What follows belongs to an exercise in optimizing a design on an open flow for a short achievable clock period and few clock cycles; a production flow would make more cautious choices.
RTL that was checked went through simulation tests only; none was proved equivalent to the original.
The RTL of runs 1 and 2 was laid out without a check of its function.
Power figures rest on the tool's default switching activity, not on a simulated workload.

==> run.sh <==
#!/bin/bash
# synth_recipe.tcl (not shown) runs the flow's synth.tcl, then flattens the netlist and writes it again
# the make line also repeats each setting of config.mk as NAME=value (left out here)
make -C /OpenROAD-flow-scripts/flow DESIGN_CONFIG=/design/flow/config.mk WORK_HOME=/design/flow/orfs CLKGATE_MAP_FILE= SYNTH_SCRIPT=/design/flow/synth_recipe.tcl finish
==> config.mk <==
export PLATFORM = sky130hd
export DESIGN_NAME = mips_core
export DESIGN_NICKNAME = mips_core
export VERILOG_FILES = /design/flow/design.v
export SDC_FILE = /design/flow/constraint.sdc
export NUM_CORES = 4
export LEC_CHECK = 0
export ABC_CLOCK_PERIOD_IN_PS = 2500
export CAP_MARGIN = 20
export CORE_MARGIN = 2
export CORE_UTILIZATION = 40
export SETUP_SLACK_MARGIN = 4
export SLEW_MARGIN = 20
export TNS_END_PERCENT = 100
==> constraint.sdc <==
create_clock -name core_clock -period 7.0 [get_ports {clk}]
set_input_delay 1.4000 -clock core_clock [delete_from_list [all_inputs] [get_ports {clk}]]
set_output_delay 1.4000 -clock core_clock [all_outputs]
set_load 0.01 [all_outputs]
==> design.v <==
`default_nettype none
package mips_pkg;
    typedef enum logic [5:0] {
        OP_RTYPE = 6'h00,
        OP_BEQ   = 6'h04,
        OP_ADDI  = 6'h08,
        OP_LW    = 6'h23,
        OP_SW    = 6'h2b
    } opcode_e;
    typedef enum logic [5:0] {
        FN_ADD = 6'h20,
        FN_SUB = 6'h22,
        FN_AND = 6'h24,
        FN_OR  = 6'h25,
        FN_SLT = 6'h2a
    } funct_e;
    typedef enum logic [2:0] {
        ALU_ADD = 3'd0,
        ALU_SUB = 3'd1,
        ALU_AND = 3'd2,
        ALU_OR  = 3'd3,
        ALU_SLT = 3'd4
    } alu_op_e;
    typedef enum logic [1:0] {
        FWD_RF  = 2'b00,
        FWD_WB  = 2'b01,
        FWD_MEM = 2'b10
    } fwd_sel_e;
    typedef struct packed {
        opcode_e                      opcode;
        logic [5-1:0]  rs;
        logic [5-1:0]  rt;
        logic [5-1:0]  rd;
        logic [4:0]                   shamt;
        funct_e                       funct;
    } r_fmt_t;
    typedef struct packed {
        opcode_e                      opcode;
        logic [5-1:0]  rs;
        logic [5-1:0]  rt;
        logic [15:0]                  imm;
    } i_fmt_t;
    typedef union packed {
        r_fmt_t r_fmt;
        i_fmt_t i_fmt;
    } instr_u;
    typedef struct packed {
        logic    reg_write;
        logic    mem_to_reg;
        logic    mem_write;
        logic    branch;
        logic    alu_src_imm;
        logic    reg_dst_rd;
        alu_op_e alu_op;
    } ctrl_t;
    typedef struct packed {
        instr_u                 instr;
        logic [$clog2(256)-1:0]  pc_next;
    } if_id_t;
    typedef struct packed {
        ctrl_t                        ctrl;
        logic [32-1:0]        rd1;
        logic [32-1:0]        rd2;
        logic [32-1:0]        imm;
        logic [5-1:0]  rs;
        logic [5-1:0]  rt;
        logic [5-1:0]  dst;
    } id_ex_t;
    typedef struct packed {
        logic                         reg_write;
        logic                         mem_to_reg;
        logic                         mem_write;
        logic [32-1:0]        alu_result;
        logic [32-1:0]        store_data;
        logic [5-1:0]  dst;
    } ex_mem_t;
    typedef struct packed {
        logic                         reg_write;
        logic                         mem_to_reg;
        logic [32-1:0]        alu_result;
        logic [32-1:0]        load_data;
        logic [5-1:0]  dst;
    } mem_wb_t;
    typedef struct packed {
        logic                   wr_en;
        logic                   rd_en;
        logic [32-1:0]  addr;
        logic [32-1:0]  wdata;
    } dmem_req_t;
endpackage
`default_nettype wire
`timescale 1ns/1ns
`default_nettype none
module hazard_unit (
    input  logic [5-1:0] rs_id
    ,input  logic [5-1:0] rt_id
    ,input  logic                        uses_rs_id
    ,input  logic                        uses_rt_id
    ,input  logic [5-1:0] dst_ex
    ,input  logic                        load_ex
    ,input  logic [5-1:0] dst_mem
    ,output logic                        stall
    ,output logic                        rs_from_mem
    ,output logic                        rs_from_wb
    ,output logic                        rt_from_mem
    ,output logic                        rt_from_wb
);
    logic rs_hits_ex;
    logic rt_hits_ex;
    logic rs_hits_mem;
    logic rt_hits_mem;
    assign rs_hits_ex  = (dst_ex  != '0) && (dst_ex  == rs_id);
    assign rt_hits_ex  = (dst_ex  != '0) && (dst_ex  == rt_id);
    assign rs_hits_mem = (dst_mem != '0) && (dst_mem == rs_id);
    assign rt_hits_mem = (dst_mem != '0) && (dst_mem == rt_id);
    assign stall = load_ex && ((uses_rs_id && rs_hits_ex) || (uses_rt_id && rt_hits_ex));
    assign rs_from_mem = rs_hits_ex;
    assign rs_from_wb  = !rs_hits_ex && rs_hits_mem;
    assign rt_from_mem = rt_hits_ex;
    assign rt_from_wb  = !rt_hits_ex && rt_hits_mem;
endmodule
`default_nettype wire
`timescale 1ns/1ns
`default_nettype none
module control_decoder (
    input  logic [31:0]                  instr,
    output logic                         is_alu,      
    output logic                         is_slt,
    output logic                         is_addi,
    output logic                         is_lw,
    output logic                         is_sw,
    output logic                         is_beq,
    output logic                         op_sub,      
    output logic                         op_and,
    output logic                         op_or,
    output logic                         uses_rs,
    output logic                         uses_rt,
    output logic [5-1:0]  dst          
);
    logic [5:0] opcode;
    logic [5:0] funct;
    logic       rtype;
    assign opcode = instr[31:26];
    assign funct  = instr[5:0];
    assign rtype  = (opcode == 6'h00);
    always_comb begin
        is_alu = 1'b0;
        is_slt = 1'b0;
        op_sub = 1'b0;
        op_and = 1'b0;
        op_or  = 1'b0;
        if (rtype) begin
            case (funct)
                6'h20: is_alu = 1'b1;
                6'h22: begin is_alu = 1'b1; op_sub = 1'b1; end
                6'h24: begin is_alu = 1'b1; op_and = 1'b1; end
                6'h25: begin is_alu = 1'b1; op_or  = 1'b1; end
                6'h2a: begin is_slt = 1'b1; op_sub = 1'b1; end
                default: ;
            endcase
        end
    end
    assign is_addi = (opcode == 6'h08);
    assign is_lw   = (opcode == 6'h23);
    assign is_sw   = (opcode == 6'h2b);
    assign is_beq  = (opcode == 6'h04);
    assign uses_rs = is_alu | is_slt | is_addi | is_lw | is_sw | is_beq;
    assign uses_rt = is_alu | is_slt | is_sw | is_beq;
    assign dst = (is_alu | is_slt) ? instr[15:11]
               : (is_addi | is_lw) ? instr[20:16]
               : '0;
endmodule
`default_nettype wire
`timescale 1ns/1ns
`default_nettype none
module register_file (
    input  logic                         clk,
    input  logic                         clear,
    input  logic [5-1:0]  rd_addr1,
    input  logic [5-1:0]  rd_addr2,
    output logic [32-1:0]        rd_data1,
    output logic [32-1:0]        rd_data2,
    input  logic [5-1:0]  wr_addr,     
    input  logic [32-1:0]        wr_data
);
    logic [32-1:0] regs [1:32-1];
    always_ff @(posedge clk) begin
        if (clear) begin
            for (int i = 1; i < 32; i++)
                regs[i] <= '0;
        end else if (wr_addr != '0) begin
            regs[wr_addr] <= wr_data;
        end
    end
    logic [32-1:0] raw1;
    logic [32-1:0] raw2;
    assign raw1 = (rd_addr1 == '0) ? '0 : regs[rd_addr1];
    assign raw2 = (rd_addr2 == '0) ? '0 : regs[rd_addr2];
    assign rd_data1 = (wr_addr != '0 && wr_addr == rd_addr1) ? wr_data : raw1;
    assign rd_data2 = (wr_addr != '0 && wr_addr == rd_addr2) ? wr_data : raw2;
endmodule
`default_nettype wire
`timescale 1ns/1ns
`default_nettype none
module ks_adder #(
    parameter int N = 32,
    parameter bit INVERT_B = 1'b0
) (
    input  logic [N-1:0] a,
    input  logic [N-1:0] b,
    input  logic         cin,
    output logic [N-1:0] sum
);
    localparam int LEVELS = $clog2(N);
    logic [N-1:0] bb;
    logic [N-1:0] g [LEVELS+1];
    logic [N-1:0] p [LEVELS+1];
    logic [N-1:0] p0;
    logic [N-1:0] g0;
    logic [N-1:0] carry;
    assign bb = INVERT_B ? ~b : b;
    assign g0 = a & bb;
    assign p0 = a ^ bb;
    assign g[0] = {g0[N-1:1], g0[0] | (p0[0] & cin)};
    assign p[0] = p0;
    for (genvar l = 1; l <= LEVELS; l++) begin : g_level
        localparam int D = 1 << (l - 1);
        for (genvar i = 0; i < N; i++) begin : g_bit
            if (i >= D) begin : g_merge
                assign g[l][i] = g[l-1][i] | (p[l-1][i] & g[l-1][i-D]);
                assign p[l][i] = p[l-1][i] & p[l-1][i-D];
            end else begin : g_pass
                assign g[l][i] = g[l-1][i];
                assign p[l][i] = p[l-1][i];
            end
        end
    end
    assign carry = {g[LEVELS][N-2:0], cin};
    assign sum   = p0 ^ carry;
endmodule
module alu (
    input  logic                   op_add,    
    input  logic                   op_sub,
    input  logic                   op_and,
    input  logic                   op_or,
    input  logic                   op_slt,
    input  logic [32-1:0]  a,
    input  logic [32-1:0]  b,
    output logic [32-1:0]  result,
    output logic [32-1:0]  sum
);
    localparam int N = 32;
    logic [N-1:0] diff;
    logic         set_lt;
    ks_adder #(.N(N), .INVERT_B(1'b0)) i_add (.a(a), .b(b), .cin(1'b0), .sum(sum));
    ks_adder #(.N(N), .INVERT_B(1'b1)) i_sub (.a(a), .b(b), .cin(1'b1), .sum(diff));
    assign set_lt = (a[N-1] ^ b[N-1]) ? a[N-1] : diff[N-1];
    assign result = ({N{op_add}} & sum)
                  | ({N{op_sub}} & diff)
                  | ({N{op_and}} & (a & b))
                  | ({N{op_or}}  & (a | b))
                  | {{(N-1){1'b0}}, op_slt & set_lt};
endmodule
`default_nettype wire
`timescale 1ns/1ns
`default_nettype none
module mips_core (
    input  logic                   clk,
    input  logic                   reset,
    output logic [$clog2(256)-1:0]  imem_addr,
    input  logic [32-1:0]  imem_data,
    output logic                   dmem_wr_en,
    output logic                   dmem_rd_en,
    output logic [32-1:0]  dmem_addr,
    output logic [32-1:0]  dmem_wdata,
    input  logic [32-1:0]  dmem_rdata,
    output logic                   wb_valid,
    output logic [5-1:0] wb_addr,
    output logic [32-1:0]  wb_data
);
    localparam int XLEN = 32;
    localparam int PCW  = $clog2(256);
    localparam int RAW  = 5;
    logic [PCW-1:0]  pc;            
    logic [PCW-1:0]  pc_plus1;      
    logic            reset_q;       
    logic            e_op_add;
    logic            e_op_sub;
    logic            e_op_and;
    logic            e_op_or;
    logic            e_op_slt;
    logic            e_load;
    logic            e_store;
    logic            e_br;
    logic [PCW-1:0]  e_target;
    logic [PCW-1:0]  e_target_p1;
    logic [RAW-1:0]  e_dst;         
    logic [XLEN-1:0] e_a;           
    logic [XLEN-1:0] e_b;           
    logic [XLEN-1:0] e_t;           
    logic [XLEN-1:0] m_res;         
    logic [XLEN-3:0] m_addr;        
    logic [XLEN-1:0] m_wdata;
    logic [RAW-1:0]  m_dst;
    logic            m_load;        
    logic            m_store;
    logic            m_load_wb;     
    logic [XLEN-1:0] w_res;
    logic [RAW-1:0]  w_dst;         
    logic [XLEN-1:0] w_res_o;
    logic [RAW-1:0]  w_dst_o;
    logic            w_valid_o;
    logic            d_alu, d_slt, d_addi, d_lw, d_sw, d_beq;
    logic            d_sub, d_and, d_or;
    logic            d_uses_rs, d_uses_rt;
    logic [RAW-1:0]  d_dst;
    logic [RAW-1:0]  d_rs;
    logic [RAW-1:0]  d_rt;
    logic [XLEN-1:0] d_imm;
    logic            d_imm_b;
    logic [PCW-1:0]  d_target;
    logic [PCW-1:0]  d_target_p1;
    logic [XLEN-1:0] rf_rd1;
    logic [XLEN-1:0] rf_rd2;
    logic            stall;
    logic            rs_from_mem, rs_from_wb, rt_from_mem, rt_from_wb;
    logic            taken;
    assign imem_addr = pc;
    assign d_rs    = imem_data[25:21];
    assign d_rt    = imem_data[20:16];
    assign d_imm   = {{(XLEN-16){imem_data[15]}}, imem_data[15:0]};
    assign d_imm_b = d_addi | d_lw | d_sw;
    control_decoder i_control_decoder (
        .instr   (imem_data),
        .is_alu  (d_alu),
        .is_slt  (d_slt),
        .is_addi (d_addi),
        .is_lw   (d_lw),
        .is_sw   (d_sw),
        .is_beq  (d_beq),
        .op_sub  (d_sub),
        .op_and  (d_and),
        .op_or   (d_or),
        .uses_rs (d_uses_rs),
        .uses_rt (d_uses_rt),
        .dst     (d_dst)
    );
    register_file i_register_file (
        .clk      (clk),
        .clear    (reset_q),
        .rd_addr1 (d_rs),
        .rd_addr2 (d_rt),
        .rd_data1 (rf_rd1),
        .rd_data2 (rf_rd2),
        .wr_addr  (w_dst),
        .wr_data  (w_res)
    );
    hazard_unit i_hazard_unit (
        .rs_id       (d_rs),
        .rt_id       (d_rt),
        .uses_rs_id  (d_uses_rs),
        .uses_rt_id  (d_uses_rt),
        .dst_ex      (e_dst),
        .load_ex     (e_load),
        .dst_mem     (m_dst),
        .stall       (stall),
        .rs_from_mem (rs_from_mem),
        .rs_from_wb  (rs_from_wb),
        .rt_from_mem (rt_from_mem),
        .rt_from_wb  (rt_from_wb)
    );
    assign d_target    = pc_plus1 + imem_data[PCW-1:0];
    assign d_target_p1 = d_target + 1'b1;
    always_ff @(posedge clk) begin
        if (reset) begin
            pc       <= '0;
            pc_plus1 <= 8'd1;
        end else if (taken) begin
            pc       <= e_target;
            pc_plus1 <= e_target_p1;
        end else if (!stall) begin
            pc       <= pc_plus1;
            pc_plus1 <= pc_plus1 + 1'b1;
        end
    end
    always_ff @(posedge clk) begin
        reset_q <= reset;
    end
    always_ff @(posedge clk) begin
        if (reset || stall) begin
            e_op_add <= 1'b0;
            e_op_sub <= 1'b0;
            e_op_and <= 1'b0;
            e_op_or  <= 1'b0;
            e_op_slt <= 1'b0;
            e_load   <= 1'b0;
            e_store  <= 1'b0;
            e_br     <= 1'b0;
            e_dst    <= '0;
        end else begin
            e_op_add <= (d_alu & ~d_sub & ~d_and & ~d_or) | d_imm_b;
            e_op_sub <= d_sub & d_alu;
            e_op_and <= d_and;
            e_op_or  <= d_or;
            e_op_slt <= d_slt;
            e_load   <= d_lw;
            e_store  <= d_sw;
            e_br     <= d_beq;
            e_dst    <= d_dst;
        end
    end
    logic            a_alu, a_mem, a_rf;
    logic            b_alu, b_mem, b_rf, b_imm;
    logic            t_alu, t_mem, t_rf;
    logic [XLEN-1:0] alu_result;
    logic [XLEN-1:0] alu_sum;
    logic [XLEN-1:0] m_val;
    assign a_alu = rs_from_mem;
    assign a_mem = rs_from_wb;
    assign a_rf  = !rs_from_mem && !rs_from_wb && !reset_q;
    assign t_alu = rt_from_mem;
    assign t_mem = rt_from_wb;
    assign t_rf  = !rt_from_mem && !rt_from_wb && !reset_q;
    assign b_imm = d_imm_b;
    assign b_alu = t_alu && !d_imm_b;
    assign b_mem = t_mem && !d_imm_b;
    assign b_rf  = t_rf  && !d_imm_b;
    always_ff @(posedge clk) begin
        e_target    <= d_target;
        e_target_p1 <= d_target_p1;
        e_a <= ({XLEN{a_alu}} & alu_result) | ({XLEN{a_mem}} & m_val) | ({XLEN{a_rf}} & rf_rd1);
        e_b <= ({XLEN{b_alu}} & alu_result) | ({XLEN{b_mem}} & m_val) | ({XLEN{b_rf}} & rf_rd2)
             | ({XLEN{b_imm}} & d_imm);
        e_t <= ({XLEN{t_alu}} & alu_result) | ({XLEN{t_mem}} & m_val) | ({XLEN{t_rf}} & rf_rd2);
    end
    alu i_alu (
        .op_add (e_op_add),
        .op_sub (e_op_sub),
        .op_and (e_op_and),
        .op_or  (e_op_or),
        .op_slt (e_op_slt),
        .a      (e_a),
        .b      (e_b),
        .result (alu_result),
        .sum    (alu_sum)
    );
    assign taken = e_br && (e_a == e_t);
    always_ff @(posedge clk) begin
        if (reset) begin
            m_load  <= 1'b0;
            m_store <= 1'b0;
            m_dst   <= '0;
        end else begin
            m_load  <= e_load;
            m_store <= e_store;
            m_dst   <= e_dst;
        end
    end
    always_ff @(posedge clk) begin
        m_res     <= alu_result;
        m_addr    <= alu_sum[XLEN-1:2];
        m_wdata   <= e_t;
        m_load_wb <= e_load && (e_dst != '0);
    end
    assign dmem_wr_en = m_store;
    assign dmem_rd_en = m_load;
    assign dmem_addr  = {{2{1'b0}}, m_addr};
    assign dmem_wdata = m_wdata;
    always_ff @(posedge clk) begin
        if (reset) begin
            w_valid_o <= 1'b0;
            w_dst     <= '0;
        end else begin
            w_valid_o <= (m_dst != '0);
            w_dst     <= m_dst;
        end
    end
    assign m_val = m_load_wb ? dmem_rdata : m_res;
    always_ff @(posedge clk) begin
        w_res   <= m_val;
        w_res_o <= m_load ? dmem_rdata : m_res;
        w_dst_o <= m_dst;
    end
    assign wb_valid = w_valid_o;
    assign wb_addr  = w_dst_o;
    assign wb_data  = w_res_o;
endmodule
`default_nettype wire
==> metrics.md, run 1 <==
| Metric | Value |
|---|---|
| Status | `timing/DRC/antenna clean` |
| Reg clk slew, reported paths | `60 ps` |
| Initial antenna violation count | `25` |
| Final Setup Violations | `0` |
| #FFs+latches synth | `1343` |
| Number of synthesized flops with an enable pin | `1024` |
| Largest cells by area after synthesis | `edfxtp_1 (44%), mux4_2 (20%), dfxtp_1 (9.1%)` |
| CTS sink cnt | `1343` |
| Slew Limit Fails | `0` |
| Share of layout cells above drive strength 1 | `34.1%` |
| Critical path capture point | `e_b[0]` |
| Kind of critical path | `reg -> reg` |
| Worst r2r src | `e_a[9]` |
| Yosys top cell area share | `43.6%` |
| Post-Synthesis Cell Area | `70500 sq um` |
| Worst reg-to-reg path cell count | `18` |
| Total congestion overflow | `0` |
| Fin crit period | `3950 ps` |
| FF-to-FF End | `e_b[0]` |
| Post-Synth Simple-Gate Area | `12.9%` |
| Worst EP required | `7700 ps` |
| GRT Util Overall | `31.8%` |
| CTS tree | `built` |
| Synth top cells by count | `edfxtp_1 (1024), and2_1 (971), mux4_2 (627)` |
| Power Dens Cells | `240 nW/um^2` |
| Final worst setup slack | `3050 ps` |
| Router iterations before antenna repair | `6` |
| Post-synthesis mux area share | `22.2%` |
| Crit path largest cell delay | `470 ps` |
| Hold Crit Class | `reg -> reg` |
| HPWL after DPL | `163 mm` |
| Adder-Cell Fraction of Synth Area | `1.96%` |
| Synth warn | `9` |
| Synth area leader | `edfxtp_1` |
| CP Depth | `18` |
| Fin util | `49.8%` |
| Max Cap Viol | `0` |
| Post-DRT Antenna Nets | `0` |
| Post-synthesis xor/xnor area fraction | `1.48%` |
| Final net count | `5595` |
| Compound-cell area share of the yosys netlist | `5.32%` |
| R2R Setup Slk | `3050 ps` |
| Worst setup path startpoint | `e_a[9]` |
| Core area | `176000 sq um` |
| Pre-CTS WS | `1440 ps` |
| RD Place Congestion | `1.05` |
| Vias in the first global route | `49200` |
| CP dominant cell by count | `a21oi_2` |
| Worst hold start | `e_t[28]` |
| Top_reg_cell synth | `edfxtp_1` |
| RSZ-0062 raised after global routing | `true` |
| DP Area | `75200 sq um` |
| Clock buffer count from CTS | `149` |
| WP buf/inv | `2` |
| CP top delay family | `compound AO/OA/AOI/OAI gates` |
| CP max-delay cell | `or4_4` |
| Setup TNS | `0 ps` |
| First-pass GRT wire length | `396 mm` |
| Avg Synthesized Cell Area | `13.9 sq um` |
| Cell with the most instances after synthesis | `edfxtp_1` |
| IO Count | `178` |
| Total leakage power | `32.3 nW` |
| Largest net degree at the start of global routing | `53` |
| Die area | `180000 sq um` |
| Hold WS | `378 ps` |
| Worst Setup End Kind | `register` |
| Vias post-DR | `50200` |
| DRC violations left | `0` |
| Critical Path AT | `4650 ps` |
| Max transition margin | `16.6%` |
| Post-route cell area | `87500 sq um` |
| Die Y | `424 um` |
| Initial core utilization | `40.2%` |
| DIE WIDTH | `424 um` |
| Max VDD drop | `272 uV` |
| Max FO, Critical Path | `2` |
| Startpoint Class | `register` |
| Mapped Cells | `5054` |
| Root Driver | `clkbuf_16` |
| Final hold vios | `0` |
| Longest Clk Path Bufs | `3` |
| DP Cell Count | `7275` |
| DRT Wirelength | `290 mm` |
| FFs w/ async S/R, synth | `0%` |
| Max Freq | `0.253 GHz` |
| Final Cycle Share | `56.4%` |
| Yosys cell types | `85` |
| Worst Tran Pin Value | `1250 ps` |
| Power Total | `21.0 mW` |
| CP cell instances | `inv_2, ha_4, buf_6, or4_4, or3_4, a211oi_4, nor3_4, o221ai_2, a21oi_2, o21bai_1, a21oi_2, fa_2, a22oi_2, o211ai_1, a222oi_1, o21ai_1, nor2_1, a21oi_1` |
| DR vias/cell | `6.36` |
| Share of the yosys chip area belonging to registers | `52.7%` |
| Clock skew | `32.6 ps` |
| Main combinational cell family by area after synthesis | `multiplexers` |
| H-tree levels | `4` |
| Detailed Route Iter0 Violations | `7176` |
| Worst-Skew Late Latency | `830 ps` |
| Final Non-Filler Cells | `7898` |
| IO buf count | `175` |
| # rows | `154` |
| Area Overhead vs Synth | `24.1%` |
| Routed len/inst | `36.8 um` |
[kinds of logic (layout without fill, tap and decap cells)]
logic type / count (synthesis) / after routing
other cells: 1 / 47
fa+ha+maj: 108 / 108
buf+inv: 604 / 1054
simple gates: 1568 / 1576
xor+xnor: 119 / 119
mux: 767 / 767
compound gates: 544 / 544
flops: 1343 / 1343
[sequential cells by signal, indices dropped and copies added (netlist names), 32 cells and up]
name,count
e_a,32
w_res_o,32
w_res,32
m_wdata,32
m_res,32
e_t,32
i_register_file.regs,1024
e_b,32
[layout make-up]
type	instances	area, sq um
repair buffers	646	8000
clock inverters	76	727
fillers	14700	88100
inverters	133	520
flip-flops and latches	1343	37200
clock buffers	199	4130
diodes	13	32.5
well taps	2340	2930
multi-input cells	3148	33900
[what timing repair did]
action / in CTS / in global routing
gates resized for setup: 658 / 210
pin swaps: 104 / 118
endpoints found under the setup margin: 1032 / 461
setup buffers: 190 / 84
hold buffers: 0 / 0
cloned: 52 / 8
[cell usage in the layout, fill, tap and decap left out, types with 43 or more instances in the layout]
cell type / count
mux2_2: 78
mux4_2: 627
clkbuf_16: 161
and2_1: 967
xnor2_1: 60
buf_4: 245
nor3_1: 47
clkdlybuf4s50_1: 50
nor2_1: 126
ha_1: 79
buf_16: 51
xor2_1: 45
a21oi_1: 89
edfxtp_1: 1024
dfxtp_2: 46
buf_12: 67
buf_6: 71
dlygate4sd2_1: 109
inv_1: 110
nand2_1: 107
o21ai_0: 43
dfxtp_1: 268
[layer usage]
layer / routed length, um / up-vias / GRT usage [%]
li1: - / 19900 / -
met4: 23700 / 6 / 21.0
met2: 133000 / 3506 / 50.3
met5: 44 / - / 0
met3: 31800 / 962 / 7.97
met1: 102000 / 25800 / 38.7
[worst register-to-register path, delay by kind of cell, from the launching register on]
kind / cells / cell delay [ps]
buffers and inverters: 2 / 150
and+or+nand+nor: 4 / 1080
DFF: 1 / 330
AOI/OAI and AO/OA: 10 / 1670
adders and majority gates: 2 / 590
[worst min path at each step]
stage / end / slack, ps / cells past startpoint
floorplan: m_wdata[10] / 350 / 0
global placement: m_wdata[28] / 360 / 0
detailed placement: m_wdata[28] / 370 / 0
CTS: m_wdata[28] / 370 / 0
global route: m_wdata[28] / 380 / 0
finish: m_wdata[28] / 380 / 0
[where the power goes]
part / total (mW) / leakage (nW) / switching, mW / internal, mW
Combinational: 3.73 / 16.7 / 2.10 / 1.63
Sequential: 9.29 / 13.2 / 0.325 / 8.96
Clock: 7.95 / 2.37 / 3.46 / 4.48
==> inputs of run 2 (changes only) <==
--- a/design.v
+++ b/design.v
@@ -239,24 +239,21 @@
     assign sum   = p0 ^ carry;
 endmodule
 module alu (
-    input  logic                   op_add,    
-    input  logic                   op_sub,
+    input  logic                   op_sum,    
     input  logic                   op_and,
     input  logic                   op_or,
     input  logic                   op_slt,
+    input  logic                   cin,
     input  logic [32-1:0]  a,
-    input  logic [32-1:0]  b,
+    input  logic [32-1:0]  b,         
     output logic [32-1:0]  result,
     output logic [32-1:0]  sum
 );
     localparam int N = 32;
-    logic [N-1:0] diff;
-    logic         set_lt;
-    ks_adder #(.N(N), .INVERT_B(1'b0)) i_add (.a(a), .b(b), .cin(1'b0), .sum(sum));
-    ks_adder #(.N(N), .INVERT_B(1'b1)) i_sub (.a(a), .b(b), .cin(1'b1), .sum(diff));
-    assign set_lt = (a[N-1] ^ b[N-1]) ? a[N-1] : diff[N-1];
-    assign result = ({N{op_add}} & sum)
-                  | ({N{op_sub}} & diff)
+    logic set_lt;
+    ks_adder #(.N(N), .INVERT_B(1'b0)) i_add (.a(a), .b(b), .cin(cin), .sum(sum));
+    assign set_lt = (a[N-1] == b[N-1]) ? a[N-1] : sum[N-1];
+    assign result = ({N{op_sum}} & sum)
                   | ({N{op_and}} & (a & b))
                   | ({N{op_or}}  & (a | b))
                   | {{(N-1){1'b0}}, op_slt & set_lt};
@@ -284,8 +281,8 @@
     logic [PCW-1:0]  pc;            
     logic [PCW-1:0]  pc_plus1;      
     logic            reset_q;       
-    logic            e_op_add;
-    logic            e_op_sub;
+    logic            e_op_sum;
+    logic            e_cin;         
     logic            e_op_and;
     logic            e_op_or;
     logic            e_op_slt;
@@ -388,8 +385,8 @@
     end
     always_ff @(posedge clk) begin
         if (reset || stall) begin
-            e_op_add <= 1'b0;
-            e_op_sub <= 1'b0;
+            e_op_sum <= 1'b0;
+            e_cin    <= 1'b0;
             e_op_and <= 1'b0;
             e_op_or  <= 1'b0;
             e_op_slt <= 1'b0;
@@ -398,8 +395,8 @@
             e_br     <= 1'b0;
             e_dst    <= '0;
         end else begin
-            e_op_add <= (d_alu & ~d_sub & ~d_and & ~d_or) | d_imm_b;
-            e_op_sub <= d_sub & d_alu;
+            e_op_sum <= (d_alu & ~d_and & ~d_or) | d_imm_b;
+            e_cin    <= d_sub;
             e_op_and <= d_and;
             e_op_or  <= d_or;
             e_op_slt <= d_slt;
@@ -410,7 +407,7 @@
         end
     end
     logic            a_alu, a_mem, a_rf;
-    logic            b_alu, b_mem, b_rf, b_imm;
+    logic            b_alu, b_mem, b_rf, b_imm, b_inv;
     logic            t_alu, t_mem, t_rf;
     logic [XLEN-1:0] alu_result;
     logic [XLEN-1:0] alu_sum;
@@ -422,6 +419,7 @@
     assign t_mem = rt_from_wb;
     assign t_rf  = !rt_from_mem && !rt_from_wb && !reset_q;
     assign b_imm = d_imm_b;
+    assign b_inv = d_sub;
     assign b_alu = t_alu && !d_imm_b;
     assign b_mem = t_mem && !d_imm_b;
     assign b_rf  = t_rf  && !d_imm_b;
@@ -429,13 +427,16 @@
         e_target    <= d_target;
         e_target_p1 <= d_target_p1;
         e_a <= ({XLEN{a_alu}} & alu_result) | ({XLEN{a_mem}} & m_val) | ({XLEN{a_rf}} & rf_rd1);
-        e_b <= ({XLEN{b_alu}} & alu_result) | ({XLEN{b_mem}} & m_val) | ({XLEN{b_rf}} & rf_rd2)
-             | ({XLEN{b_imm}} & d_imm);
+        e_b <= ({XLEN{b_alu && !b_inv}} & alu_result) | ({XLEN{b_alu && b_inv}} & ~alu_result)
+             | ({XLEN{b_mem && !b_inv}} & m_val)      | ({XLEN{b_mem && b_inv}} & ~m_val)
+             | ({XLEN{b_rf  && !b_inv}} & rf_rd2)     | ({XLEN{b_rf  && b_inv}} & ~rf_rd2)
+             | ({XLEN{b_imm}} & d_imm)
+             | {XLEN{b_inv && reset_q && !rt_from_mem && !rt_from_wb}};
         e_t <= ({XLEN{t_alu}} & alu_result) | ({XLEN{t_mem}} & m_val) | ({XLEN{t_rf}} & rf_rd2);
     end
     alu i_alu (
-        .op_add (e_op_add),
-        .op_sub (e_op_sub),
+        .op_sum (e_op_sum),
+        .cin    (e_cin),
         .op_and (e_op_and),
         .op_or  (e_op_or),
         .op_slt (e_op_slt),
--- a/config.mk
+++ b/config.mk
@@ -5,10 +5,10 @@
 export SDC_FILE = /design/flow/constraint.sdc
 export NUM_CORES = 4
 export LEC_CHECK = 0
-export ABC_CLOCK_PERIOD_IN_PS = 2500
+export ABC_CLOCK_PERIOD_IN_PS = 2000
 export CAP_MARGIN = 20
 export CORE_MARGIN = 2
 export CORE_UTILIZATION = 40
-export SETUP_SLACK_MARGIN = 4
+export SETUP_SLACK_MARGIN = 4.6
 export SLEW_MARGIN = 20
 export TNS_END_PERCENT = 100
==> metrics.md, run 2 <==
| Metric | Value |
|---|---|
| Status | `timing/DRC/antenna clean` |
| Mapped Cells | `5087 (+0.65%)` |
| Main combinational cell family by area after synthesis | `multiplexers` |
| Routed len/inst | `35.3 um (-4.0%)` |
| Vias in the first global route | `49600 (+0.71%)` |
| Post-synthesis mux area share | `22.0% (-0.18 points)` |
| Fin crit period | `3250 ps (-695 ps)` |
| Fill cell count | `14400 (-2.2%)` |
| DRT Wirelength | `282 mm (-2.9%)` |
| Die Y | `424 um (about the same)` |
| Largest cells by area after synthesis | `edfxtp_1 (44%), mux4_2 (20%), dfxtp_1 (9.1%)` |
| Detailed Route Iter0 Violations | `7872 (+9.7%)` |
| Share of layout cells above drive strength 1 | `38.7% (+4.6 points)` |
| Router iterations before antenna repair | `6 (unchanged)` |
| Power Dens Cells | `224 nW/um^2 (-6.4%)` |
| CTS tree | `built` |
| Setup TNS | `0 ps (unchanged)` |
| Worst-Skew Late Latency | `830 ps (about the same)` |
| Total leakage power | `32.6 nW (+0.87%)` |
| Hold Crit Class | `reg -> reg` |
| Reg clk slew, reported paths | `60 ps (about the same)` |
| Adder-Cell Fraction of Synth Area | `1.38% (-0.58 points)` |
| Biggest register | `i_register_file.regs` |
| CP cell instances | `buf_16, buf_12, buf_16, mux4_2, mux4_2, mux2i_1, nor2_1, a2111oi_1, a211oi_1` |
| Max VDD drop | `212 uV (-22%)` |
| Root Driver | `clkbuf_16` |
| Kind of critical path | `in -> reg` |
| Max Cap Viol | `0 (unchanged)` |
| Area Overhead vs Synth | `25.5%` |
| Clock skew | `31.4 ps (-1.22 ps)` |
| Initial antenna violation count | `22 (-12%)` |
| H-tree levels | `4 (unchanged)` |
| Post-CTS Hold Fix Bufs | `0 (unchanged)` |
| Startpoint Class | `input pin` |
| Avg Synthesized Cell Area | `13.8 sq um (-0.74%)` |
| DIE WIDTH | `424 um (about the same)` |
| Slew Limit Fails | `0 (unchanged)` |
| Die area | `179000 sq um (about the same)` |
| Worst Setup End Kind | `register` |
| Max FFs per register | `1024 (unchanged)` |
| Commonest non-fill, non-tap cell in the layout | `edfxtp_1` |
| Yosys top cell area share | `43.7% (about the same)` |
| FFs w/ async S/R, synth | `0% (unchanged)` |
| Share of the yosys chip area belonging to registers | `52.7% (about the same)` |
| Post-DRT Antenna Nets | `0 (unchanged)` |
| Max FO, Critical Path | `10 (+8)` |
| IO buf count | `175 (unchanged)` |
| CP max-delay cell | `a2111oi_1` |
| Compound-cell area share of the yosys netlist | `5.60% (+0.27 points)` |
| Cell with the most instances after synthesis | `edfxtp_1` |
| Vias post-DR | `50500 (+0.52%)` |
| IO Count | `178 (unchanged)` |
| Final Setup Violations | `0 (unchanged)` |
| Post-Synth Simple-Gate Area | `13.4% (+0.53 points)` |
| Post-synthesis xor/xnor area fraction | `1.28% (-0.20 points)` |
| HPWL after DPL | `153 mm (-6.3%)` |
| Number of synthesized flops with an enable pin | `1024 (unchanged)` |
| Synth area leader | `edfxtp_1` |
| Critical Path AT | `3920 ps (-730 ps)` |
| Max Freq | `0.307 GHz (+21%)` |
| First-pass GRT wire length | `389 mm (-1.9%)` |
| # rows | `154 (unchanged)` |
| Final Cycle Share | `46.5% (-9.9 points)` |
| DRC violations left | `0 (unchanged)` |
| GRT Util Overall | `31.1% (-0.77 points)` |
| RD Place Congestion | `0.979 (-7.2%)` |
| Clock buffer count from CTS | `147 (-1.3%)` |
| Synth top cells by count | `edfxtp_1 (1024), and2_1 (1011), mux4_2 (620)` |
| Crit path largest cell delay | `610 ps (+140 ps)` |
| Largest net degree at the start of global routing | `62 (+17%)` |
| Top_reg_cell synth | `edfxtp_1` |
| Most frequent cells in the layout | `edfxtp_1 (1024), and2_1 (1005), mux4_2 (620), buf_4 (296), dfxtp_1 (209)` |
| #FFs+latches synth | `1343 (unchanged)` |
| Core area | `176000 sq um (unchanged)` |
| Longest Clk Path Bufs | `3 (unchanged)` |
| Worst Tran Pin Value | `1170 ps (-84.0 ps)` |
| RSZ-0062 raised after global routing | `true` |
| Final net count | `5673 (+1.4%)` |
| DR vias/cell | `6.31 (-0.66%)` |
| Total congestion overflow | `0 (unchanged)` |
| Worst EP required | `7660 ps (-40 ps)` |
| CTS sink cnt | `1343 (unchanged)` |
| Final hold vios | `0 (unchanged)` |
| Synth warn | `6 (-3)` |
| Yosys cell types | `87 (+2.4%)` |
| Post-Synthesis Cell Area | `70400 sq um (about the same)` |
| Max transition margin | `22.0% (+5.5 points)` |
| Fin util | `50.4% (+0.52 points)` |
| Initial core utilization | `40.1% (about the same)` |
run 2: cell count changes after synthesis, moves of 25 or more:
cell	change
a21oi_1	-43
nand2_1	+62
mux2i_1	+25
and2_1	+40
ha_1	-31
a221oi_1	-29
run 2: worst paths after layout:
| check | from | end | slack [ps] | cells after the start |
|---|---|---|---|---|
| setup / recovery | imem_data[21] | e_a[30] | 3750 | 9 |
| hold reg to reg | e_t[26] | m_wdata[26] | 360 | 0 |
| setup reg to reg | e_cin | e_b[6] | 3750 | 13 |
| hold / removal | e_t[26] | m_wdata[26] | 360 | 0 |
run 2: routing by layer:
metal / routed length, um / share of wire (%) / GRT usage, %
met3: 32300 / 11 / 8.08
met1: 97500 / 35 / 37.9
met4: 23200 / 8.2 / 20.3
met2: 129000 / 46 / 48.8
met5: 37 / 0.013 / 0
run 2: final cells by class:
type	count	area [sq um]	share of cell area (%)
diodes	6	15.0	0.0170
flip-flops and latches	1343	37300	42.2
well taps	2340	2930	3.31
clock buffers	194	3990	4.52
repair buffers	722	8910	10.1
multi-input cells	3207	34200	38.7
inverters	110	435	0.493
clock inverters	70	618	0.699
run 2: per-stage QoR:
| stage | instances | setup slack (ps) | hold WS, ps | area [sq um] | power [mW] |
|---|---|---|---|---|---|
| after floorplan | 5120 | 3360 | 349 | 71800 | 10.7 |
| after global placement | 7292 | 1780 | 360 | 75100 | 11.5 |
| after detailed placement | 7292 | 1750 | 359 | 75100 | 11.6 |
| after CTS | 7922 | 3730 | 355 | 86800 | 19.7 |
| after global routing | 7987 | 3680 | 370 | 88400 | 20.3 |
| final | 7992 | 3750 | 356 | 88400 | 19.8 |
run 2: logic make-up after synthesis:
| family | after synthesis |
|---|---|
| AO/OA/AOI/OAI | 553 |
| XOR/XNOR | 103 |
| adder cells (fa/ha/maj) | 76 |
| buffers and inverters | 590 |
| flip-flops | 1343 |
| multiplexers | 764 |
| other | 1 |
| AND/OR/NAND/NOR | 1657 |
run 2: repair_timing:
item | CTS | global route
gates cloned | 85 | 3
setup buffers | 281 | 61
pin swaps | 178 | 158
setup endpoints to repair | 2112 | 1018
gates resized for setup | 1243 | 238
run 2: worst max-delay path: cells and delay by family:
kind / cells / cell delay [ps]
buf+inv: 3 / 420
mux: 3 / 1300
compound gates: 2 / 710
simple gates: 1 / 70
run 2: report_power, final:
part | switching, mW | internal [mW]
Combinational | 1.60 | 1.41
Clock | 3.34 | 4.35
Sequential | 0.218 | 8.92
Total | 5.16 | 14.7
==> inputs of run 3 (changes only) <==
--- a/design.v
+++ b/design.v
@@ -202,26 +202,30 @@
 `default_nettype wire
 `timescale 1ns/1ns
 `default_nettype none
-module ks_adder #(
-    parameter int N = 32,
-    parameter bit INVERT_B = 1'b0
-) (
-    input  logic [N-1:0] a,
-    input  logic [N-1:0] b,
-    input  logic         cin,
-    output logic [N-1:0] sum
+module alu (
+    input  logic                   op_sum,    
+    input  logic                   op_sub,
+    input  logic                   op_and,
+    input  logic                   op_or,
+    input  logic                   op_slt,
+    input  logic [32-1:0]  a,
+    input  logic [32-1:0]  b,
+    output logic [32-1:0]  result,
+    output logic [32-1:0]  sum
 );
-    localparam int LEVELS = $clog2(N);
+    localparam int N      = 32;
+    localparam int LEVELS = $clog2(32);
     logic [N-1:0] bb;
+    logic [N-1:0] g0;
+    logic [N-1:0] p0;
     logic [N-1:0] g [LEVELS+1];
     logic [N-1:0] p [LEVELS+1];
-    logic [N-1:0] p0;
-    logic [N-1:0] g0;
     logic [N-1:0] carry;
-    assign bb = INVERT_B ? ~b : b;
+    logic         set_lt;
+    assign bb = b ^ {N{op_sub}};
     assign g0 = a & bb;
     assign p0 = a ^ bb;
-    assign g[0] = {g0[N-1:1], g0[0] | (p0[0] & cin)};
+    assign g[0] = {g0[N-1:1], g0[0] | (p0[0] & op_sub)};
     assign p[0] = p0;
     for (genvar l = 1; l <= LEVELS; l++) begin : g_level
         localparam int D = 1 << (l - 1);
@@ -235,24 +239,9 @@
             end
         end
     end
-    assign carry = {g[LEVELS][N-2:0], cin};
+    assign carry = {g[LEVELS][N-2:0], op_sub};
     assign sum   = p0 ^ carry;
-endmodule
-module alu (
-    input  logic                   op_sum,    
-    input  logic                   op_and,
-    input  logic                   op_or,
-    input  logic                   op_slt,
-    input  logic                   cin,
-    input  logic [32-1:0]  a,
-    input  logic [32-1:0]  b,         
-    output logic [32-1:0]  result,
-    output logic [32-1:0]  sum
-);
-    localparam int N = 32;
-    logic set_lt;
-    ks_adder #(.N(N), .INVERT_B(1'b0)) i_add (.a(a), .b(b), .cin(cin), .sum(sum));
-    assign set_lt = (a[N-1] == b[N-1]) ? a[N-1] : sum[N-1];
+    assign set_lt = (a[N-1] ^ b[N-1]) ? a[N-1] : sum[N-1];
     assign result = ({N{op_sum}} & sum)
                   | ({N{op_and}} & (a & b))
                   | ({N{op_or}}  & (a | b))
@@ -282,7 +271,7 @@
     logic [PCW-1:0]  pc_plus1;      
     logic            reset_q;       
     logic            e_op_sum;
-    logic            e_cin;         
+    logic            e_op_sub;
     logic            e_op_and;
     logic            e_op_or;
     logic            e_op_slt;
@@ -295,6 +284,9 @@
     logic [XLEN-1:0] e_a;           
     logic [XLEN-1:0] e_b;           
     logic [XLEN-1:0] e_t;           
+    logic            e_a_mem, e_a_wb, e_a_rf;
+    logic            e_b_mem, e_b_wb, e_b_rf;
+    logic            e_t_mem, e_t_wb, e_t_rf;
     logic [XLEN-1:0] m_res;         
     logic [XLEN-3:0] m_addr;        
     logic [XLEN-1:0] m_wdata;
@@ -386,7 +378,7 @@
     always_ff @(posedge clk) begin
         if (reset || stall) begin
             e_op_sum <= 1'b0;
-            e_cin    <= 1'b0;
+            e_op_sub <= 1'b0;
             e_op_and <= 1'b0;
             e_op_or  <= 1'b0;
             e_op_slt <= 1'b0;
@@ -396,7 +388,7 @@
             e_dst    <= '0;
         end else begin
             e_op_sum <= (d_alu & ~d_and & ~d_or) | d_imm_b;
-            e_cin    <= d_sub;
+            e_op_sub <= d_sub;
             e_op_and <= d_and;
             e_op_or  <= d_or;
             e_op_slt <= d_slt;
@@ -406,46 +398,42 @@
             e_dst    <= d_dst;
         end
     end
-    logic            a_alu, a_mem, a_rf;
-    logic            b_alu, b_mem, b_rf, b_imm, b_inv;
-    logic            t_alu, t_mem, t_rf;
-    logic [XLEN-1:0] alu_result;
-    logic [XLEN-1:0] alu_sum;
-    logic [XLEN-1:0] m_val;
-    assign a_alu = rs_from_mem;
-    assign a_mem = rs_from_wb;
-    assign a_rf  = !rs_from_mem && !rs_from_wb && !reset_q;
-    assign t_alu = rt_from_mem;
-    assign t_mem = rt_from_wb;
-    assign t_rf  = !rt_from_mem && !rt_from_wb && !reset_q;
-    assign b_imm = d_imm_b;
-    assign b_inv = d_sub;
-    assign b_alu = t_alu && !d_imm_b;
-    assign b_mem = t_mem && !d_imm_b;
-    assign b_rf  = t_rf  && !d_imm_b;
     always_ff @(posedge clk) begin
         e_target    <= d_target;
         e_target_p1 <= d_target_p1;
-        e_a <= ({XLEN{a_alu}} & alu_result) | ({XLEN{a_mem}} & m_val) | ({XLEN{a_rf}} & rf_rd1);
-        e_b <= ({XLEN{b_alu && !b_inv}} & alu_result) | ({XLEN{b_alu && b_inv}} & ~alu_result)
-             | ({XLEN{b_mem && !b_inv}} & m_val)      | ({XLEN{b_mem && b_inv}} & ~m_val)
-             | ({XLEN{b_rf  && !b_inv}} & rf_rd2)     | ({XLEN{b_rf  && b_inv}} & ~rf_rd2)
-             | ({XLEN{b_imm}} & d_imm)
-             | {XLEN{b_inv && reset_q && !rt_from_mem && !rt_from_wb}};
-        e_t <= ({XLEN{t_alu}} & alu_result) | ({XLEN{t_mem}} & m_val) | ({XLEN{t_rf}} & rf_rd2);
+        e_a         <= rf_rd1;
+        e_b         <= d_imm_b ? d_imm : rf_rd2;
+        e_t         <= rf_rd2;
+        e_a_mem     <= rs_from_mem;
+        e_a_wb      <= rs_from_wb;
+        e_a_rf      <= !rs_from_mem && !rs_from_wb && !reset_q;
+        e_b_mem     <= rt_from_mem & ~d_imm_b;
+        e_b_wb      <= rt_from_wb  & ~d_imm_b;
+        e_b_rf      <= d_imm_b || (!rt_from_mem && !rt_from_wb && !reset_q);
+        e_t_mem     <= rt_from_mem;
+        e_t_wb      <= rt_from_wb;
+        e_t_rf      <= !rt_from_mem && !rt_from_wb && !reset_q;
     end
+    logic [XLEN-1:0] x_a;
+    logic [XLEN-1:0] x_b;
+    logic [XLEN-1:0] x_t;
+    logic [XLEN-1:0] alu_result;
+    logic [XLEN-1:0] alu_sum;
+    assign x_a = ({XLEN{e_a_mem}} & m_res) | ({XLEN{e_a_wb}} & w_res) | ({XLEN{e_a_rf}} & e_a);
+    assign x_b = ({XLEN{e_b_mem}} & m_res) | ({XLEN{e_b_wb}} & w_res) | ({XLEN{e_b_rf}} & e_b);
+    assign x_t = ({XLEN{e_t_mem}} & m_res) | ({XLEN{e_t_wb}} & w_res) | ({XLEN{e_t_rf}} & e_t);
     alu i_alu (
         .op_sum (e_op_sum),
-        .cin    (e_cin),
+        .op_sub (e_op_sub),
         .op_and (e_op_and),
         .op_or  (e_op_or),
         .op_slt (e_op_slt),
-        .a      (e_a),
-        .b      (e_b),
+        .a      (x_a),
+        .b      (x_b),
         .result (alu_result),
         .sum    (alu_sum)
     );
-    assign taken = e_br && (e_a == e_t);
+    assign taken = e_br && (x_a == x_t);
     always_ff @(posedge clk) begin
         if (reset) begin
             m_load  <= 1'b0;
@@ -460,7 +448,7 @@
     always_ff @(posedge clk) begin
         m_res     <= alu_result;
         m_addr    <= alu_sum[XLEN-1:2];
-        m_wdata   <= e_t;
+        m_wdata   <= x_t;
         m_load_wb <= e_load && (e_dst != '0);
     end
     assign dmem_wr_en = m_store;
@@ -476,9 +464,8 @@
             w_dst     <= m_dst;
         end
     end
-    assign m_val = m_load_wb ? dmem_rdata : m_res;
     always_ff @(posedge clk) begin
-        w_res   <= m_val;
+        w_res   <= m_load_wb ? dmem_rdata : m_res;
         w_res_o <= m_load ? dmem_rdata : m_res;
         w_dst_o <= m_dst;
     end
--- a/config.mk
+++ b/config.mk
@@ -5,10 +5,10 @@
 export SDC_FILE = /design/flow/constraint.sdc
 export NUM_CORES = 4
 export LEC_CHECK = 0
-export ABC_CLOCK_PERIOD_IN_PS = 2000
+export ABC_CLOCK_PERIOD_IN_PS = 2500
 export CAP_MARGIN = 20
 export CORE_MARGIN = 2
 export CORE_UTILIZATION = 40
-export SETUP_SLACK_MARGIN = 4.6
+export SETUP_SLACK_MARGIN = 4
 export SLEW_MARGIN = 20
 export TNS_END_PERCENT = 100
==> metrics.md, run 3 <==
| Metric | Value |
|---|---|
| Status | `timing/DRC/antenna clean` |
| Max Freq | `0.282 GHz (-8.3%)` |
| Final worst setup slack | `3450 ps (-295 ps)` |
| Sequential share of power | `45.7% (-0.4 points)` |
| HPWL after DPL | `147 mm (-3.5%)` |
| FFs w/ async S/R, synth | `0% (unchanged)` |
| DR vias/cell | `6.20 (-1.9%)` |
| Min-Delay Endpoint | `w_dst_o[1]` |
| Power Total | `20.2 mW (+1.9%)` |
| Total leakage power | `32.4 nW (-0.67%)` |
| Worst Tran Pin Value | `1230 ps (+64.2 ps)` |
| Die area | `178000 sq um (-1.1%)` |
| Share of layout cells above drive strength 1 | `25.3% (-13 points)` |
| Number of synthesized flops with an enable pin | `1024 (unchanged)` |
| Fin util | `49.0% (-1.4 points)` |
| Kind of critical path | `reg -> reg` |
| Final Non-Filler Cells | `8359 (+4.6%)` |
| Max Cap Viol | `0 (unchanged)` |
| Max VDD drop | `286 uV (+35%)` |
| Post-synthesis mux area share | `17.6% (-4.4 points)` |
| Worst r2r src | `e_b_mem` |
| Most frequent cells in the layout | `edfxtp_1 (1024), and2_1 (996), mux2i_1 (377), dfxtp_1 (314), buf_4 (297)` |
| Power Dens Cells | `238 nW/um^2 (+6.1%)` |
| #FFs+latches synth | `1352 (+0.67%)` |
| Synth area leader | `edfxtp_1` |
| Hold Crit Class | `reg -> reg` |
| Clock skew | `33.0 ps (+1.61 ps)` |
| Hold WS | `432 ps (+75.6 ps)` |
| Router iterations before antenna repair | `10 (+4)` |
| GRT Util Overall | `28.9% (-2.1 points)` |
| Slew Limit Fails | `0 (unchanged)` |
| Pre-CTS WS | `2000 ps (+247 ps)` |
| Clock share of power | `39.6% (+0.9 points)` |
| Area Overhead vs Synth | `21.9%` |
| Mapped Cells | `5625 (+11%)` |
| Startpoint Class | `register` |
| Yosys cell types | `66 (-24%)` |
| CTS tree | `built` |
| Multi-input logic area | `32400 sq um (-5.3%)` |
| Routed len/inst | `32.2 um (-8.9%)` |
| Worst-Skew Late Latency | `810 ps (-20 ps)` |
| Sw Share | `26.1% (+0.12 points)` |
| Vias post-DR | `51800 (+2.7%)` |
| Internal Power | `14.9 mW (+1.8%)` |
| Setup TNS | `0 ps (unchanged)` |
| Root Driver | `clkbuf_16` |
| Crit path largest cell delay | `420 ps (-190 ps)` |
| CTS sink cnt | `1352 (+0.67%)` |
| Worst hold start | `m_dst[1]` |
| Commonest non-fill, non-tap cell in the layout | `edfxtp_1` |
| FF/Latch Area | `37400 sq um (+0.19%)` |
| Critical Path AT | `4220 ps (+300 ps)` |
| Routed wl met3 | `28.7 mm (-11%)` |
| Top_reg_cell synth | `edfxtp_1` |
| H-tree levels | `4 (unchanged)` |
| R2R Setup Slk | `3450 ps (-290 ps)` |
| Metal2 WL | `121 mm (-6.3%)` |
| Comb pwr share | `14.7% (-0.5 points)` |
| Largest cells by area after synthesis | `edfxtp_1 (44%), dfxtp_1 (9.4%), and2_1 (8.9%)` |
| Wl on met1 | `103 mm (+6.0%)` |
| # rows | `153 (-0.65%)` |
| Vias in the first global route | `50300 (+1.6%)` |
| Yosys top cell area share | `44.1% (+0.48 points)` |
| Post-synthesis xor/xnor area fraction | `1.72% (+0.44 points)` |
| RD Place Congestion | `0.930 (-4.9%)` |
| Biggest register | `i_register_file.regs` |
| Post-CTS Hold Fix Bufs | `0 (unchanged)` |
| DRT Wirelength | `269 mm (-4.7%)` |
| Worst EP required | `7680 ps (+20 ps)` |
| Total congestion overflow | `0 (unchanged)` |
| Final Setup Violations | `0 (unchanged)` |
| Post-Synthesis Cell Area | `69700 sq um (-1.1%)` |
| CP max-delay cell | `dfxtp_4` |
| Final Cycle Share | `50.7% (+4.2 points)` |
| Top sig layer | `met5` |
| First-pass GRT wire length | `370 mm (-4.9%)` |
| Fin crit period | `3550 ps (+295 ps)` |
| Max FO, Critical Path | `6 (-4)` |
| Reg clk slew, reported paths | `60 ps (about the same)` |
| Final hold vios | `0 (unchanged)` |
| Largest net degree at the start of global routing | `113 (+82%)` |
| CP cell instances | `buf_12, a222oi_1, buf_4, xnor2_2, buf_4, ha_2, nand4_1, a21oi_4, a21oi_4, a211oi_4, buf_6, nor3_4, o41ai_4, xnor2_2, a221o_1` |
| Synth top cells by count | `edfxtp_1 (1024), and2_1 (996), clkbuf_1 (433)` |
| IO Count | `178 (unchanged)` |
| Cell with the most instances after synthesis | `edfxtp_1` |
| Post-DRT Antenna Nets | `0 (unchanged)` |
| Adder-Cell Fraction of Synth Area | `0.794% (-0.59 points)` |
| Max FFs per register | `1024 (unchanged)` |
| RSZ-0062 raised after global routing | `true` |
| Share of the yosys chip area belonging to registers | `53.6% (+0.84 points)` |
| Main combinational cell family by area after synthesis | `multiplexers` |
| Net Sw Power | `5.29 mW (+2.4%)` |
| Die Y | `421 um (-0.54%)` |
| Initial antenna violation count | `23 (+4.5%)` |
| Initial core utilization | `40.2% (+0.044 points)` |
| Fill cell count | `15200 (+5.2%)` |
| Detailed Route Iter0 Violations | `7578 (-3.7%)` |
| Core area | `173000 sq um (-1.2%)` |
| DRC violations left | `0 (unchanged)` |
| Worst Setup End Kind | `register` |
| IO buf count | `175 (unchanged)` |
| DP Area | `74100 sq um (-1.3%)` |
| Synth warn | `6 (unchanged)` |
| Avg Synthesized Cell Area | `12.4 sq um (-11%)` |
| DP Cell Count | `7773 (+6.6%)` |
| Clock buffer count from CTS | `147 (unchanged)` |
| DIE WIDTH | `421 um (-0.54%)` |
| Longest Clk Path Bufs | `3 (unchanged)` |
| Final net count | `6017 (+6.1%)` |
| Max transition margin | `17.9% (-4.2 points)` |
| Hold Path Depth | `0 (unchanged)` |
| Post-route cell area | `84900 sq um (-3.9%)` |
| Post-Synth Simple-Gate Area | `12.5% (-0.90 points)` |
| Worst reg-to-reg path cell count | `15 (+2)` |
| FF-to-FF End | `m_res[27]` |
| Compound-cell area share of the yosys netlist | `10.3% (+4.7 points)` |
-- run 3: per-layer routing --
| metal | GRT usage, % | vias up |
|---|---|---|
| met5 | 0 | - |
| met4 | 14.3 | 4 |
| met3 | 5.67 | 705 |
| met2 | 44.7 | 3215 |
| met1 | 38.9 | 26300 |
| li1 | - | 21600 |
-- run 3: cell families (layout without fill, tap and decap cells) --
kind of cell,count (synthesis),in the layout
XOR/XNOR,137,137
multiplexers,872,872
buffers and inverters,613,972
AO/OA/AOI/OAI,1054,1055
adder cells (fa/ha/maj),43,43
flip-flops,1352,1352
other,1,45
AND/OR/NAND/NOR,1553,1558
-- run 3: layout make-up --
type / count / area share (%)
antenna: 11 / 0.0324
clock buffer: 206 / 4.95
clock inverter: 58 / 0.749
inverter: 65 / 0.287
multi-input combinational: 3699 / 38.1
sequential: 1352 / 44.0
tap: 2325 / 3.43
timing repair buffer: 643 / 8.43
-- run 3: worst max-delay path by stage --
stage / slack [ps] / depth (start not counted) / start / end
after floorplan: 3520 / 13 / w_res[0] / m_res[28]
after global placement: 2050 / 9 / imem_data[23] / e_a[1]
after detailed placement: 2000 / 9 / imem_data[23] / e_a[1]
after CTS: 3500 / 16 / e_b_mem / m_res[28]
after global routing: 3380 / 15 / e_b_mem / m_res[28]
final: 3450 / 15 / e_b_mem / m_res[27]
-- run 3: worst max-delay path, delay by kind of cell, from the launching register on --
kind            cells  cell delay [ps]
compound gates      6             1550
simple gates        2              220
buf+inv             4              680
flops               1              420
xor+xnor            2              230
fa+ha+maj           1              310
-- run 3: power by group through the flow --
stage               registers [mW]  clock network [mW]  logic, mW
floorplan                     9.32                   0       1.44
global placement              9.38                   0       2.35
detailed placement            9.40                   0       2.35
CTS                           9.22                8.05       2.68
global route                  9.26                8.36       3.08
finish                        9.24                8.02       2.97
-- run 3: timing repair --
action,4_1_cts,5_1_grt
setup buffers,168,96
gates cloned,31,16
pin swaps,142,90
endpoints found under the setup margin,896,390
resized for setup,460,254
Testbench counts of run 3, summed over its fixed seeds: cycles 20,540.

[static timing again, ports no longer ideal]
In the flow no input, the clock included, has a driving cell. The finished layouts below were timed again as built, in two steps. Step 1 (the two cells are an assumption about what drives the block):
set clk [get_ports {clk}]
set_driving_cell -lib_cell sky130_fd_sc_hd__clkbuf_16 $clk
set_driving_cell -lib_cell sky130_fd_sc_hd__buf_2 [delete_from_list [all_inputs] $clk]
Step 2, shift: input delay + t, output delay - t, t = (earliest + latest rising clock arrival at the registers) / 2. This alone moves slack from input paths to output paths. a / b / c = ideal ports / drivers / drivers and shift; a / b = the first two.
run	t, ns	setup slack, ns	worst setup path after step 2
run 1	0.896	3.053 / 2.884 / 1.988	input to register
run 2	0.906	3.748 / 3.241 / 2.335	input to register
run 3	0.875	3.453 / 3.453 / 2.754	input to register
After both steps every run listed still meets setup and hold. The setup slack of run 2, which loses most, moves by -0.507 ns with the drivers and by -1.413 ns with both steps.
